Source: an optimization exercise on an open RTL-to-GDS flow (aim: small area, a short achievable clock period and few clock cycles). Production flows keep margins and buffers that such runs may drop.
Function was not checked in any run shown here: the RTL went through the layout flow alone.
No activity file was given, so power comes from the tool's default toggle rates.

==> design/flow/design.v <==
`timescale 1ns / 1ps
package gts_pkg;
    localparam logic [1:0] MODE_IDLE  = 2'd0;
    localparam logic [1:0] MODE_DASH  = 2'd1;
    localparam logic [1:0] MODE_STR   = 2'd2;
    localparam logic [1:0] MODE_IDENT = 2'd3;
    localparam logic [3:0] KIND_ARROW  = 4'd0;
    localparam logic [3:0] KIND_LPAREN = 4'd1;
    localparam logic [3:0] KIND_RPAREN = 4'd2;
    localparam logic [3:0] KIND_STAR   = 4'd3;
    localparam logic [3:0] KIND_OPT    = 4'd4;
    localparam logic [3:0] KIND_BAR    = 4'd5;
    localparam logic [3:0] KIND_SEMI   = 4'd6;
    localparam logic [3:0] KIND_LIT    = 4'd7;
    localparam logic [3:0] KIND_IDENT  = 4'd8;
    localparam logic [3:0] KIND_EOF    = 4'd9;
    localparam logic [3:0] KIND_ERR    = 4'd10;
    localparam logic [1:0] ERR_NONE       = 2'd0;
    localparam logic [1:0] ERR_UNEXPECTED = 2'd1;
    localparam logic [1:0] ERR_OPEN_STR   = 2'd2;
    localparam logic [7:0] CH_DASH   = 8'h2D;
    localparam logic [7:0] CH_GT     = 8'h3E;
    localparam logic [7:0] CH_LPAREN = 8'h28;
    localparam logic [7:0] CH_RPAREN = 8'h29;
    localparam logic [7:0] CH_STAR   = 8'h2A;
    localparam logic [7:0] CH_QMARK  = 8'h3F;
    localparam logic [7:0] CH_BAR    = 8'h7C;
    localparam logic [7:0] CH_SEMI   = 8'h3B;
    localparam logic [7:0] CH_QUOTE  = 8'h22;
    localparam logic [7:0] CH_LF     = 8'h0A;
    localparam logic [7:0] CH_TAB    = 8'h09;
    localparam logic [7:0] CH_CR     = 8'h0D;
    localparam logic [7:0] CH_SPACE  = 8'h20;
    localparam int unsigned MAX_TOKENS = 3;
    localparam int unsigned QUEUE_DEPTH = 4;
    localparam int unsigned TOK_W = 54;
    localparam int unsigned BUNDLE_W = 2 + MAX_TOKENS * TOK_W;
endpackage
`timescale 1ns / 1ps
module grammar_token_scanner #(
    parameter int unsigned SOURCE_DEPTH = 65536
) (
    input  logic        aclk,
    input  logic        aresetn,
    input  logic        cfg_we,
    input  logic [15:0] cfg_wdata,
    input  logic        s_valid,
    output logic        s_ready,
    input  logic [7:0]  s_ch,
    input  logic        s_end_of_source,
    output logic        m_valid,
    input  logic        m_ready,
    output logic [3:0]  m_kind,
    output logic [15:0] m_line,
    output logic [15:0] m_start_res,
    output logic [15:0] m_length,
    output logic [1:0]  m_error_code,
    output logic        m_last_result
);
    localparam int unsigned POS_MAX_INT =
        (SOURCE_DEPTH - 1 < 65535) ? SOURCE_DEPTH - 1 : 65535;
    localparam logic [15:0] POS_MAX = 16'(POS_MAX_INT);
    localparam logic [3:0] C_BLANK = 4'd0;
    localparam logic [3:0] C_DASH  = 4'd7;
    localparam logic [3:0] C_OTHER = 4'd8;
    localparam logic [3:0] C_DIGIT = 4'd9;
    localparam logic [3:0] C_GT    = 4'd11;
    localparam logic [3:0] C_LF    = 4'd12;
    localparam logic [3:0] C_QUOTE = 4'd13;
    localparam logic [3:0] C_ALPHA = 4'd14;
    logic        f0_v, f1_v;
    logic [3:0]  f0_c, f1_c;
    logic        f0_e, f1_e;
    logic        b_valid;
    logic        d_eos;         
    logic        d_lf;          
    logic        d_fid;         
    logic        d_fstr;        
    logic        d_id2;         
    logic        d_prep;        
    logic [1:0]  d_mode;        
    logic        o_valid;
    logic        o_bubble;      
    logic [3:0]  o_kind;
    logic [1:0]  o_err;
    logic        o_last;
    logic [1:0]  o_text;        
    logic        m_busy;
    logic        o_vl;
    logic        q_valid;
    logic [2:0]  q_code;
    logic        f_pend;
    logic [15:0] line_reg;
    logic [15:0] pos_reg;
    logic [15:0] ts_reg;
    logic [15:0] len_reg;
    logic [15:0] first_line_reg;
    logic [3:0] s_cls;
    always_comb begin
        unique case (s_ch)
            gts_pkg::CH_LPAREN: s_cls = gts_pkg::KIND_LPAREN;
            gts_pkg::CH_RPAREN: s_cls = gts_pkg::KIND_RPAREN;
            gts_pkg::CH_STAR:   s_cls = gts_pkg::KIND_STAR;
            gts_pkg::CH_QMARK:  s_cls = gts_pkg::KIND_OPT;
            gts_pkg::CH_BAR:    s_cls = gts_pkg::KIND_BAR;
            gts_pkg::CH_SEMI:   s_cls = gts_pkg::KIND_SEMI;
            gts_pkg::CH_DASH:   s_cls = C_DASH;
            gts_pkg::CH_GT:     s_cls = C_GT;
            gts_pkg::CH_LF:     s_cls = C_LF;
            gts_pkg::CH_QUOTE:  s_cls = C_QUOTE;
            gts_pkg::CH_SPACE, gts_pkg::CH_TAB, gts_pkg::CH_CR: s_cls = C_BLANK;
            default: begin
                if (((s_ch >= 8'h61) && (s_ch <= 8'h7A)) || ((s_ch >= 8'h41) && (s_ch <= 8'h5A)))
                    s_cls = C_ALPHA;
                else if ((s_ch >= 8'h30) && (s_ch <= 8'h39))
                    s_cls = C_DIGIT;
                else
                    s_cls = C_OTHER;
            end
        endcase
    end
    logic is_alpha, is_alnum, is_lf, is_quote, is_gt, is_dash, is_tokch;
    logic n_dash, n_str, n_ident, n_idle, n_fresh;
    logic n_v0, n_v1, n_v2, n_id2, n_fid, n_fstr, n_prep, n_bub;
    logic [1:0] n_mid, n_mode;
    logic [3:0] n_kind0, n_kind1, n_kind;
    logic [1:0] n_err;
    logic       n_text, n_last, n_valid, n_qv;
    logic [2:0] n_qcode;
    always_comb begin
        is_alpha = (f0_c == C_ALPHA);
        is_alnum = (f0_c == C_ALPHA) || (f0_c == C_DIGIT);
        is_lf    = (f0_c == C_LF);
        is_quote = (f0_c == C_QUOTE);
        is_gt    = (f0_c == C_GT);
        is_dash  = (f0_c == C_DASH);
        is_tokch = (f0_c != C_BLANK) && (f0_c != C_DASH) && (f0_c[3:2] != 2'b11);
        n_kind1  = f0_c[3] ? gts_pkg::KIND_ERR : f0_c;
        n_idle  = (d_mode == gts_pkg::MODE_IDLE);
        n_dash  = (d_mode == gts_pkg::MODE_DASH);
        n_str   = (d_mode == gts_pkg::MODE_STR);
        n_ident = (d_mode == gts_pkg::MODE_IDENT);
        n_v0    = (n_dash & is_gt) | (n_str & is_quote) | (n_ident & ~is_alnum);
        n_kind0 = n_dash ? gts_pkg::KIND_ARROW : (n_str ? gts_pkg::KIND_LIT : gts_pkg::KIND_IDENT);
        n_fresh = n_idle | (n_dash & ~is_gt) | (n_ident & ~is_alnum);
        n_v1    = n_fresh & is_tokch;
        n_fid   = n_fresh & is_alpha;
        n_fstr  = n_fresh & is_quote;
        if (n_fresh) begin
            if (is_dash)       n_mid = gts_pkg::MODE_DASH;
            else if (is_quote) n_mid = gts_pkg::MODE_STR;
            else if (is_alpha) n_mid = gts_pkg::MODE_IDENT;
            else               n_mid = gts_pkg::MODE_IDLE;
        end else if (n_v0) begin
            n_mid = gts_pkg::MODE_IDLE;
        end else begin
            n_mid = d_mode;
        end
        n_v2   = f0_e & n_mid[1];
        n_id2  = (n_mid == gts_pkg::MODE_IDENT);
        n_mode = f0_e ? gts_pkg::MODE_IDLE : n_mid;
        n_prep = f0_e & (is_lf | (n_mid == gts_pkg::MODE_IDENT));
        n_bub  = ~n_v0 & ~n_v1 & n_prep;
        n_valid = ~n_bub & (n_v0 | n_v1 | f0_e);
        n_kind  = gts_pkg::KIND_EOF;
        n_err   = gts_pkg::ERR_NONE;
        n_text  = 1'b0;
        n_last  = 1'b1;
        if (n_v0) begin
            n_kind = n_kind0;
            n_text = ~n_dash;
            n_last = ~(n_v1 | f0_e);
        end else if (n_v1) begin
            n_kind = n_kind1;
            n_err  = f0_c[3] ? gts_pkg::ERR_UNEXPECTED : gts_pkg::ERR_NONE;
            n_last = ~f0_e;
        end else if (n_v2) begin
            n_kind = n_id2 ? gts_pkg::KIND_IDENT : gts_pkg::KIND_ERR;
            n_err  = n_id2 ? gts_pkg::ERR_NONE : gts_pkg::ERR_OPEN_STR;
            n_text = n_id2;
            n_last = 1'b0;
        end
        n_qv    = (n_v0 & n_v1) | (n_v2 & (n_v0 | n_bub));
        n_qcode = n_v1 ? (f0_c[3] ? 3'd7 : f0_c[2:0]) : 3'd0;
    end
    logic out_take, advance, consume, main_free, take, load;
    logic to_post, prep;
    assign m_valid       = o_valid;
    assign m_kind        = o_kind;
    assign m_error_code  = o_err;
    assign m_last_result = o_last;
    assign m_line        = line_reg;
    assign m_start_res   = o_text[0] ? ts_reg : 16'd0;
    assign m_length      = o_text[1] ? len_reg : 16'd0;
    assign s_ready       = ~f1_v & ~(f0_v & f0_e) & ~(b_valid & d_eos);
    assign out_take  = o_valid & m_ready;
    assign advance   = (out_take & ~o_last) | o_bubble;
    assign consume   = b_valid & ((out_take & o_last) | (~o_valid & ~o_bubble));
    assign main_free = ~m_busy | (m_ready & o_vl);
    assign take      = s_valid & s_ready;
    assign load      = f0_v & main_free;
    assign to_post   = ~q_valid | (q_code == 3'd0);
    assign prep      = advance & d_prep & to_post;
    always_ff @(posedge aclk) begin
        if (load) begin
            if (f1_v) begin
                f0_c <= f1_c;
                f0_e <= f1_e;
            end else begin
                f0_c <= s_cls;
                f0_e <= s_end_of_source;
            end
        end else if (!f0_v) begin
            f0_c <= s_cls;
            f0_e <= s_end_of_source;
        end
        if (!f1_v && f0_v && !load) begin
            f1_c <= s_cls;
            f1_e <= s_end_of_source;
        end
        if (load) begin
            d_eos  <= f0_e;
            d_lf   <= is_lf;
            d_fid  <= n_fid;
            d_fstr <= n_fstr;
            d_id2  <= n_id2;
            o_kind <= n_kind;
            o_err  <= n_err;
            o_text <= {2{n_text}};
            o_last <= n_last;
            q_code <= n_qcode;
        end else if (advance) begin
            if (q_valid) begin
                if (q_code == 3'd0) begin
                    o_kind <= d_id2 ? gts_pkg::KIND_IDENT : gts_pkg::KIND_ERR;
                    o_err  <= d_id2 ? gts_pkg::ERR_NONE : gts_pkg::ERR_OPEN_STR;
                    o_text <= {2{d_id2}};
                end else begin
                    o_kind <= (q_code == 3'd7) ? gts_pkg::KIND_ERR : {1'b0, q_code};
                    o_err  <= (q_code == 3'd7) ? gts_pkg::ERR_UNEXPECTED : gts_pkg::ERR_NONE;
                    o_text <= 2'b00;
                end
                o_last <= ~f_pend;
            end else begin
                o_kind <= gts_pkg::KIND_EOF;
                o_err  <= gts_pkg::ERR_NONE;
                o_text <= 2'b00;
                o_last <= 1'b1;
            end
        end
        if (prep) begin
            if (d_fid) begin
                ts_reg  <= pos_reg;
                len_reg <= 16'd1;
            end else if (d_id2) begin
                len_reg <= (len_reg == 16'hFFFF) ? 16'hFFFF : len_reg + 16'd1;
            end
        end else if (consume && !d_eos) begin
            if (d_fid) begin
                ts_reg  <= pos_reg;
                len_reg <= {15'd0, (pos_reg < POS_MAX)};
            end else if (d_fstr) begin
                ts_reg  <= (pos_reg == 16'hFFFF) ? 16'hFFFF : pos_reg + 16'd1;
                len_reg <= 16'd0;
            end else if (pos_reg < POS_MAX) begin
                len_reg <= len_reg + 16'd1;
            end
        end
    end
    always_ff @(posedge aclk) begin
        if (!aresetn) begin
            f0_v           <= 1'b0;
            f1_v           <= 1'b0;
            b_valid        <= 1'b0;
            o_valid        <= 1'b0;
            m_busy         <= 1'b0;
            o_vl           <= 1'b0;
            o_bubble       <= 1'b0;
            q_valid        <= 1'b0;
            f_pend         <= 1'b0;
            d_prep         <= 1'b0;
            d_mode         <= gts_pkg::MODE_IDLE;
            line_reg       <= 16'd1;
            pos_reg        <= 16'd0;
            first_line_reg <= 16'd1;
        end else begin
            if (load) begin
                f0_v <= f1_v | take;
                f1_v <= 1'b0;
            end else if (take) begin
                f0_v <= 1'b1;
                f1_v <= f0_v;
            end
            if (load) begin
                m_busy   <= n_valid | n_bub;
                o_vl     <= n_valid & n_last;
                b_valid  <= 1'b1;
                d_mode   <= n_mode;
                d_prep   <= n_prep;
                o_valid  <= n_valid;
                o_bubble <= n_bub;
                q_valid  <= n_qv;
                f_pend   <= f0_e & (n_v0 | n_v1 | n_v2 | n_bub);
            end else begin
                if (consume) begin
                    b_valid <= 1'b0;
                    o_valid <= 1'b0;
                    m_busy  <= 1'b0;
                    o_vl    <= 1'b0;
                end else if (advance) begin
                    o_valid  <= 1'b1;
                    o_vl     <= ~q_valid | ~f_pend;
                    o_bubble <= 1'b0;
                    if (q_valid) begin
                        q_valid <= 1'b0;
                    end else begin
                        f_pend <= 1'b0;
                    end
                end
                if (prep) begin
                    d_prep <= 1'b0;
                end
            end
            if (consume) begin
                if (d_eos) begin
                    pos_reg <= 16'd0;
                end else if (pos_reg < POS_MAX) begin
                    pos_reg <= pos_reg + 16'd1;
                end
            end
            if (cfg_we && ((!b_valid && !f0_v && pos_reg == 16'd0 &&
                            d_mode == gts_pkg::MODE_IDLE) ||
                           (consume && d_eos))) begin
                line_reg <= cfg_wdata;
            end else if (consume && d_eos) begin
                line_reg <= first_line_reg;
            end else if ((consume || prep) && d_lf) begin
                line_reg <= (line_reg == 16'hFFFF) ? 16'hFFFF : line_reg + 16'd1;
            end
            if (cfg_we) begin
                first_line_reg <= cfg_wdata;
            end
        end
    end
endmodule
==> design/flow/flow/run.sh <==
#!/bin/bash
# The standard layout, with the port buffers made from sky130_fd_sc_hd__buf_1
# instead of the delay cell buffer_ports picks by default. ORFS writes each
# step's log under orfs/logs; make's own output goes to standard.log.
bash standard.sh BUFFER_PORTS_ARGS="-buffer_cell sky130_fd_sc_hd__buf_1" finish > standard.log 2>&1
==> design/flow/standard.sh <==
#!/bin/bash
# synth_recipe.tcl (not shown) runs the flow's synth.tcl, then flattens the netlist and writes it again
# the make line also repeats each setting of config.mk as NAME=value (left out here)
make -C /OpenROAD-flow-scripts/flow DESIGN_CONFIG=/design/flow/config.mk WORK_HOME=/design/flow/orfs CLKGATE_MAP_FILE= SYNTH_SCRIPT=/design/flow/synth_recipe.tcl "${@:-finish}"
==> design/flow/config.mk <==
export PLATFORM = sky130hd
export DESIGN_NAME = grammar_token_scanner
export DESIGN_NICKNAME = grammar_token_scanner
export VERILOG_FILES = /design/flow/design.v
export SDC_FILE = /design/flow/constraint.sdc
export NUM_CORES = 4
export LEC_CHECK = 0
export ABC_CLOCK_PERIOD_IN_PS = 1000
export CAP_MARGIN = 20
export CORE_MARGIN = 2
export CORE_UTILIZATION = 40
export SETUP_SLACK_MARGIN = 3.2
export SLEW_MARGIN = 20
==> design/flow/constraint.sdc <==
create_clock -name core_clock -period 5.5 [get_ports {aclk}]
set_input_delay 1.1000 -clock core_clock [delete_from_list [all_inputs] [get_ports {aclk}]]
set_output_delay 1.1000 -clock core_clock [all_outputs]
set_load 0.01 [all_outputs]
==> Implementation_results.wiki, run 1 <==
{| class="wikitable"
! Metric !! Value
|-
| Post-Syn Nets || 809
|-
| First-pass GRT wire length || 29.83 mm
|-
| Setup Skew || 0.009301 ns
|-
| Category of the most critical setup path || flip-flop to output port
|-
| Global placement routability congestion || 0.8563
|-
| Number of design-rule violations left by the first detailed-router iteration || 502
|-
| Xor and xnor fraction of the mapped netlist area || 0.03615
|-
| Final HPWL from detailed placement || 11.74 mm
|-
| Die width || 134.2 um
|-
| Area added between synthesis and finish || 27.65%
|-
| Clock share of power || 0.439
|-
| Post-synth top flop || sky130_fd_sc_hd__dfxtp_1
|-
| Critical Path Sink Type || output port
|-
| Max frequency || 405.0 MHz
|-
| Worst-case headroom to the max-slew limit || 0.6156
|-
| Synth area leader || sky130_fd_sc_hd__edfxtp_1
|-
| Number of enable flip-flop cells after synthesis || 58
|-
| CTS hold repair buffers || 0
|-
| Avg Inst Size Synth || 8.810 um2
|-
| Max H-tree Level || 4
|-
| First-pass DRT Iterations || 5
|-
| Peak fanout along the critical path || 2
|-
| Number of storage elements in the synthesis netlist || 118
|-
| Routed WL per cell || 17.02 um
|-
| Compound-cell area share of the yosys netlist || 0.2154
|-
| Worst-path clk slew || 0.05 ns
|-
| Pre-CTS setup slack || 1.992 ns
|-
| Clock tree from TritonCTS || done
|-
| Netlist area before placement || 6784 um2
|-
| Final cycle utilization of the critical path || 0.4490
|-
| Number of antenna violations at the first check in global routing || 0
|-
| Combinational cell fraction of total power || 0.151
|-
| P_leak || 0.003039 uW
|-
| Total clock buffers created by CTS || 17
|-
| Master of the slowest instance on the critical path || sky130_fd_sc_hd__edfxtp_1
|-
| Area of the core region || 16580 um2
|-
| Share of synthesized cell area in full adder, half adder and majority cells || 0.01660
|-
| RSZ-0062 raised after global routing || true
|-
| CP peak stage delay || 0.44 ns
|-
| Worst hold slack across all endpoints || 0.4718 ns
|-
| Cell family with most CP delay || flip-flops
|-
| Proportion of synthesized chip area in sequential cells || 0.4338
|-
| Final #Nets || 922
|-
| Dominant combinational cell family by area after synthesis || simple AND/OR/NAND/NOR gates
|-
| Startpoint kind of the worst setup timing path || flip-flop
|-
| Sum of routed wire length over all layers || 18.99 mm
|-
| I/O Buffers || 86
|-
| IR drop worst, VDD || 0.2149 mV
|-
| Worst setup slack after layout || 3.031 ns
|-
| Sequential share of power || 0.410
|-
| Warnings, synthesis || 1
|-
| Number of placed I/O pins || 87
|-
| # DRC || 0
|-
| Maximum buffer depth of the clock tree || 2
|-
| Switching fraction of total power || 0.2662
|-
| Count of vias placed by the detailed router || 6447
|-
| Final critical-path required period || 2.469 ns
|-
| ANT cells || 0
|-
| Worst min-delay path class || flip-flop to flip-flop
|-
| Setup TNS || 0 ns
|-
| Multiplexer share of the synthesized area || 0.01439
|-
| Detail Route Antenna Nets || 0
|-
| Transition at the pin with the smallest max-transition slack || 0.5732 ns
|-
| Combined global-route utilization of all metal layers || 0.2082
|-
| Maximum number of pins on one net before global-route repair || 24
|-
| Yosys cell types || 72
|-
| End-of-flow core utilization || 0.5222
|-
| Via/cell ratio || 5.777
|-
| Via count of the first global-routing pass || 5913
|-
| Cell types occupying the most area after synthesis || sky130_fd_sc_hd__edfxtp_1 26%, sky130_fd_sc_hd__dfxtp_1 18%, sky130_fd_sc_hd__a21oi_1 4.9%
|-
| Max-capacitance violation count || 0
|-
| Standard-cell row count || 47
|-
| Layout cells sized above 1 || 0.1853
|-
| Required time of the critical path || 4.40 ns
|-
| Power spent charging and discharging nets || 665.8 uW
|-
| Final setup violation count || 0
|-
| Power density over cell area || 288.8 nW/um2
|-
| Sinks on the clock net || 118
|-
| Post-synthesis instance total || 770
|-
| Cell chain of the critical path || a221oi_4 -> buf_2
|-
| Area share of and/or/nand/nor cells after synthesis || 0.2383
|-
| Internal || 1835 uW
|-
| Most frequent cells in the layout || 76 x sky130_fd_sc_hd__buf_1, 68 x sky130_fd_sc_hd__nor2_1, 58 x sky130_fd_sc_hd__a21oi_1, 58 x sky130_fd_sc_hd__edfxtp_1, 54 x sky130_fd_sc_hd__dfxtp_1
|-
| Die ar. || 18020 um2
|-
| CTS root buffer || sky130_fd_sc_hd__clkbuf_16
|-
| Result of the run || complete, no violations
|-
| Count of buffer and inverter cells on the critical path || 1
|-
| Clock latency of the later-clocked register in the worst-skew pair || 0.41 ns
|-
| Critical Path AT || 1.37 ns
|-
| Fraction of post-synthesis cell area in the top cell type by area || 0.2567
|-
| Die boundary height || 134.2 um
|-
| Share of synthesized registers carrying an async set or reset || 0
|-
| Hold Vio Cnt, Final || 0
|-
| Max Slew Vio Count || 0
|-
| Starting density of the core || 0.4091
|-
| Most frequent standard cell in the layout excluding fill and tap cells || sky130_fd_sc_hd__buf_1
|-
| GR Overflow Total || 0
|}
==> metrics by stage <==
stage,power [uW],area (um2),instances
floorplan,1266,7025,770
global placement,1343,7320,1031
detailed placement,1345,7320,1031
CTS,2486,8386,1099
global route,2601,8660,1116
finish,2501,8660,1116
==> Yosys cell counts, types with 5 or more instances <==
master / count
sky130_fd_sc_hd__xnor2_1: 17
sky130_fd_sc_hd__nor2_1: 71
sky130_fd_sc_hd__nand2b_1: 7
sky130_fd_sc_hd__a22oi_1: 6
sky130_fd_sc_hd__dfxtp_1: 60
sky130_fd_sc_hd__nand4_1: 12
sky130_fd_sc_hd__nor3_1: 19
sky130_fd_sc_hd__edfxtp_1: 58
sky130_fd_sc_hd__inv_1: 20
sky130_fd_sc_hd__nand2_1: 50
sky130_fd_sc_hd__a21o_1: 5
sky130_fd_sc_hd__or3_1: 6
sky130_fd_sc_hd__nor2b_1: 15
sky130_fd_sc_hd__xor2_1: 11
sky130_fd_sc_hd__or3b_1: 6
sky130_fd_sc_hd__and3_1: 14
sky130_fd_sc_hd__ha_1: 9
sky130_fd_sc_hd__o21ai_0: 50
sky130_fd_sc_hd__o221ai_1: 13
sky130_fd_sc_hd__a31oi_1: 30
sky130_fd_sc_hd__buf_2: 12
sky130_fd_sc_hd__nor4_1: 8
sky130_fd_sc_hd__nand3_1: 34
sky130_fd_sc_hd__o21ai_1: 14
sky130_fd_sc_hd__and2_1: 33
sky130_fd_sc_hd__or4_1: 6
sky130_fd_sc_hd__a21oi_1: 67
sky130_fd_sc_hd__mux2_2: 6
sky130_fd_sc_hd__clkbuf_1: 29
==> worst min-delay path: stages (launching register included) <==
cell	delay, ns
sky130_fd_sc_hd__dfxtp_1	0.29
sky130_fd_sc_hd__nand2b_1	0.07
sky130_fd_sc_hd__a21oi_1	0.06
==> layer usage <==
metal / vias up / wire, um / track usage / share of wire
li1: 3114 / - / - / -
met1: 3055 / 8535 / 0.2796 / 0.45
met2: 253 / 9003 / 0.3291 / 0.47
met3: 25 / 1134 / 0.04686 / 0.060
met4: 0 / 316 / 0.07661 / 0.017
met5: - / 0 / 0 / 0
==> cell families after synthesis <==
| kind of cell | count (synthesis) |
|---|---|
| and+or+nand+nor | 303 |
| AOI/OAI and AO/OA | 233 |
| DFF | 118 |
| buffers and inverters | 70 |
| xor gates and xnor gates | 28 |
| muxes | 9 |
| adders and majority gates | 9 |
==> final timing paths <==
path                startpoint                end  slack [ns]  cells past startpoint
max                       f0_e            s_ready        3.03                      2
max reg2reg         pos_reg[0]       line_reg[12]        3.15                      8
min reg2reg  first_line_reg[6]  first_line_reg[6]        0.47                      2
min          first_line_reg[6]  first_line_reg[6]        0.47                      2
==> power groups by stage <==
stage	Clock [uW]	Sequential, uW	Combinational [uW]
2_1_floorplan	0	1030	232
3_3_place_gp	0	1050	291
3_5_place_dp	0	1050	294
4_1_cts	1110	1030	352
5_1_grt	1160	1030	414
6_report	1100	1030	378
==> layout make-up <==
class / instances / area [um2]
Clock inverter: 10 / 100.1
Fill cell: 1566 / 7924
Clock buffer: 22 / 485.5
Inverter: 21 / 85.08
Multi-Input combinational cell: 587 / 3924
Timing Repair inverter: 1 / 5.005
Timing Repair Buffer: 137 / 829.5
Tap cell: 220 / 275.3
Sequential cell: 118 / 2955
==> repair_timing <==
action | in CTS | in global routing
pin swaps | 9 | 10
gates cloned | 7 | 1
gates resized for setup | 41 | 41
setup buffers | 29 | 16
setup endpoints to repair | 171 | 110
==> run 2, diff against run 1 <==
--- a/design/flow/config.mk
+++ b/design/flow/config.mk
@@ -9,5 +9,5 @@
 export CAP_MARGIN = 20
 export CORE_MARGIN = 2
 export CORE_UTILIZATION = 40
-export SETUP_SLACK_MARGIN = 3.2
+export SETUP_SLACK_MARGIN = 3.5
 export SLEW_MARGIN = 20
==> Implementation_results.wiki, run 2 <==
{| class="wikitable"
! Metric !! Value
|-
| Result of the run || complete, no violations
|-
| Worst min-delay path class || flip-flop to flip-flop
|-
| Category of the most critical setup path || flip-flop to output port
|-
| Area share of and/or/nand/nor cells after synthesis || 0.2383 (unchanged)
|-
| Setup Skew || 0.01033 ns (+0.001028 ns)
|-
| Setup TNS || 0 ns (unchanged)
|-
| R2r setup slk || 3.21 ns (+0.06 ns)
|-
| Dominant combinational cell family by area after synthesis || simple AND/OR/NAND/NOR gates
|-
| Max H-tree Level || 4 (unchanged)
|-
| Most frequent cells in the layout || 75 x sky130_fd_sc_hd__buf_4, 58 x sky130_fd_sc_hd__edfxtp_1, 56 x sky130_fd_sc_hd__nor2_1
|-
| Detail Route Antenna Nets || 0 (unchanged)
|-
| Proportion of synthesized chip area in sequential cells || 0.4338 (unchanged)
|-
| Die width || 134.2 um (unchanged)
|-
| Maximum buffer depth of the clock tree || 2 (unchanged)
|-
| Sinks on the clock net || 118 (unchanged)
|-
| Number of enable flip-flop cells after synthesis || 58 (unchanged)
|-
| Number of storage elements in the synthesis netlist || 118 (unchanged)
|-
| P_leak || 0.003752 uW (+23%)
|-
| Count of vias placed by the detailed router || 7139 (+11%)
|-
| Final HPWL from detailed placement || 11.50 mm (-2.0%)
|-
| Via/cell ratio || 6.050 (+4.7%)
|-
| Number of placed I/O pins || 87 (unchanged)
|-
| Avg Inst Size Synth || 8.810 um2 (unchanged)
|-
| Share of synthesized cell area in full adder, half adder and majority cells || 0.01660 (unchanged)
|-
| First-pass DRT Iterations || 8 (+3)
|-
| Area of all placed cells without fillers || 10370 um2 (+20%)
|-
| Final setup violation count || 0 (unchanged)
|-
| Layout cells sized above 1 || 0.3958 (+0.2106)
|-
| Global placement routability congestion || 0.8858 (+3.4%)
|-
| Starting density of the core || 0.4091 (unchanged)
|-
| Max Slew Vio Count || 0 (unchanged)
|-
| Routed WL per cell || 19.57 um (+15%)
|-
| Startpoint kind of the worst setup timing path || flip-flop
|-
| Sum of routed wire length over all layers || 23.09 mm (+22%)
|-
| Pre-CTS setup slack || 1.920 ns (-0.07212 ns)
|-
| Fraction of post-synthesis cell area in the top cell type by area || 0.2567 (unchanged)
|-
| CTS hold repair buffers || 0 (unchanged)
|-
| Most common cell in the netlist || sky130_fd_sc_hd__nor2_1
|-
| Power Total || 2714 uW (+8.5%)
|-
| Leading post-synthesis cells by instance count || 71 x sky130_fd_sc_hd__nor2_1, 67 x sky130_fd_sc_hd__a21oi_1, 60 x sky130_fd_sc_hd__dfxtp_1, 58 x sky130_fd_sc_hd__edfxtp_1
|-
| IR drop worst, VDD || 0.2374 mV (+10%)
|-
| Post-synth top flop || sky130_fd_sc_hd__dfxtp_1
|-
| GR Overflow Total || 0 (unchanged)
|-
| Critical Path AT || 1.34 ns (-0.03 ns)
|-
| Clock tree from TritonCTS || done
|-
| Synth area leader || sky130_fd_sc_hd__edfxtp_1
|-
| Area added between synthesis and finish || 52.88%
|-
| Max frequency || 410.6 MHz (+1.4%)
|-
| Combined global-route utilization of all metal layers || 0.2281 (+0.01983)
|-
| CTS root buffer || sky130_fd_sc_hd__clkbuf_16
|-
| Die ar. || 18020 um2 (unchanged)
|-
| Cell area after placement || 7403 um2 (+1.1%)
|-
| Multiplexer share of the synthesized area || 0.01439 (unchanged)
|-
| Transition at the pin with the smallest max-transition slack || 0.6046 ns (+0.03143 ns)
|-
| Clock latency of the later-clocked register in the worst-skew pair || 0.42 ns (about the same)
|-
| Compound-cell area share of the yosys netlist || 0.2154 (unchanged)
|-
| Number of design-rule violations left by the first detailed-router iteration || 658 (+31%)
|-
| Warnings, synthesis || 1 (unchanged)
|-
| Required time of the critical path || 4.40 ns (about the same)
|-
| Peak fanout along the critical path || 2 (unchanged)
|-
| First-pass GRT wire length || 33.04 mm (+11%)
|-
| Power density over cell area || 261.7 nW/um2 (-9.4%)
|-
| Instance count after placement with tap cells included || 1030 (-0.097%)
|-
| I/O Buffers || 86 (unchanged)
|-
| Max-capacitance violation count || 0 (unchanged)
|-
| Number of inserted filler cells in the final layout || 1284 (-18%)
|-
| Netlist area before placement || 6784 um2 (unchanged)
|-
| Critical Path Sink Type || output port
|-
| Worst setup slack after layout || 3.065 ns (+0.03400 ns)
|-
| Die boundary height || 134.2 um (unchanged)
|-
| Via count of the first global-routing pass || 6519 (+10%)
|-
| Post-synthesis instance total || 770 (unchanged)
|-
| Xor and xnor fraction of the mapped netlist area || 0.03615 (unchanged)
|-
| Yosys cell types || 72 (unchanged)
|-
| Share of synthesized registers carrying an async set or reset || 0 (unchanged)
|-
| Final cycle utilization of the critical path || 0.4428 (-0.006182)
|-
| ANT cells || 0 (unchanged)
|-
| Most frequent standard cell in the layout excluding fill and tap cells || sky130_fd_sc_hd__buf_4
|-
| Maximum number of pins on one net before global-route repair || 36 (+50%)
|-
| # DRC || 0 (unchanged)
|-
| Standard-cell row count || 47 (unchanged)
|-
| Cell types occupying the most area after synthesis || sky130_fd_sc_hd__edfxtp_1 26%, sky130_fd_sc_hd__dfxtp_1 18%, sky130_fd_sc_hd__a21oi_1 4.9%
|-
| Final cell count without fillers || 1180 (+5.7%)
|-
| Worst-path clk slew || 0.05 ns (about the same)
|-
| Total clock buffers created by CTS || 17 (unchanged)
|-
| Worst-case headroom to the max-slew limit || 0.5965 (-0.01910)
|-
| Hold Vio Cnt, Final || 0 (unchanged)
|-
| Post-Syn Nets || 809 (unchanged)
|-
| Area of the core region || 16580 um2 (unchanged)
|-
| Final critical-path required period || 2.435 ns (-0.03400 ns)
|-
| RSZ-0062 raised after global routing || true
|-
| Number of antenna violations at the first check in global routing || 0 (unchanged)
|-
| Final #Nets || 986 (+6.9%)
|}
==> run 2: cell counts after synthesis <==
No cell type changed its count.
==> run 2: layer usage <==
metal / global-route usage / vias to the layer above / share of wire
li1: - / 3247 / -
met1: 0.2916 / 3447 / 0.41
met2: 0.3724 / 383 / 0.49
met3: 0.04837 / 62 / 0.077
met4: 0.1006 / 0 / 0.027
met5: 0 / - / 0
==> run 2: final timing paths <==
| check | depth (start not counted) | end | startpoint |
|---|---|---|---|
| max | 2 | s_ready | f0_e |
| min | 2 | first_line_reg[6] | first_line_reg[6] |
| max reg2reg | 8 | line_reg[9] | pos_reg[1] |
| min reg2reg | 2 | first_line_reg[6] | first_line_reg[6] |
==> run 2: per-stage QoR <==
step                hold slack, ns    util
finish                      0.4882  0.6254
global placement            0.4682  0.4464
detailed placement          0.4716  0.4464
CTS                         0.4816  0.5687
floorplan                   0.4255       -
global route                0.5172  0.6254
==> run 2: cell type report <==
cell class / instances / area, um2 / area share
tap: 220 / 275.3 / 0.02654
sequential: 118 / 3018 / 0.2910
inverter: 21 / 85.08 / 0.008204
clock inverter: 5 / 55.05 / 0.005308
multi-input combinational: 593 / 4768 / 0.4598
timing repair buffer: 196 / 1613 / 0.1555
clock buffer: 27 / 556.8 / 0.05369
==> run 2: power by group <==
group | total [uW] | switching, uW | internal (uW)
logic | 549 | 298 | 251
registers | 1020 | 48.7 | 976
clock network | 1140 | 402 | 739
total | 2710 | 748 | 1970
==> run 2: repair_timing <==
item	CTS	global route
pin swaps	31	68
cloned	11	5
setup endpoints to repair	179	172
buffers inserted	69	33
resized for setup	192	143
==> run 2: cells by family (layout without fill, tap and decap cells) <==
family	after synthesis	count (layout)
muxes	9	9
AOI/OAI and AO/OA	233	237
xor gates and xnor gates	28	28
buffers and inverters	70	249
DFF	118	118
adders and majority gates	9	9
and+or+nand+nor	303	310
==> run 2: worst max-delay path: stages (launching register included) <==
cell and delay, ns:
sky130_fd_sc_hd__edfxtp_1 0.43, sky130_fd_sc_hd__a221oi_4 0.31, sky130_fd_sc_hd__buf_2 0.18

## afterwards: timing with drivers on the ports
In the flow no input, the clock included, has a driving cell. The finished layouts below were timed again as built, in two steps. Step 1 assumes that a clkbuf_16 drives the clock port and a buf_2 every other input. Step 2, shift: input delay + t, output delay - t, t = (earliest + latest rising clock arrival at the registers) / 2. This alone moves slack from input paths to output paths. Three values: ideal, step 1, step 2; two values: the first two.
run | t, ns | slack for setup (ns) | slew at the worst register clock pin (ns) | worst slew at a driven data input, ns
run 1 | 0.450 | 3.031 / 2.989 / 2.619 | 0.06 / 0.06 | 0.04
run 2 | 0.462 | 3.065 / 3.018 / 2.682 | 0.06 / 0.06 | 0.10
After both steps setup and hold are still met in every run listed. For run 1, which loses most, drivers alone change the setup slack by -0.042 ns; drivers and shift together by -0.412 ns.
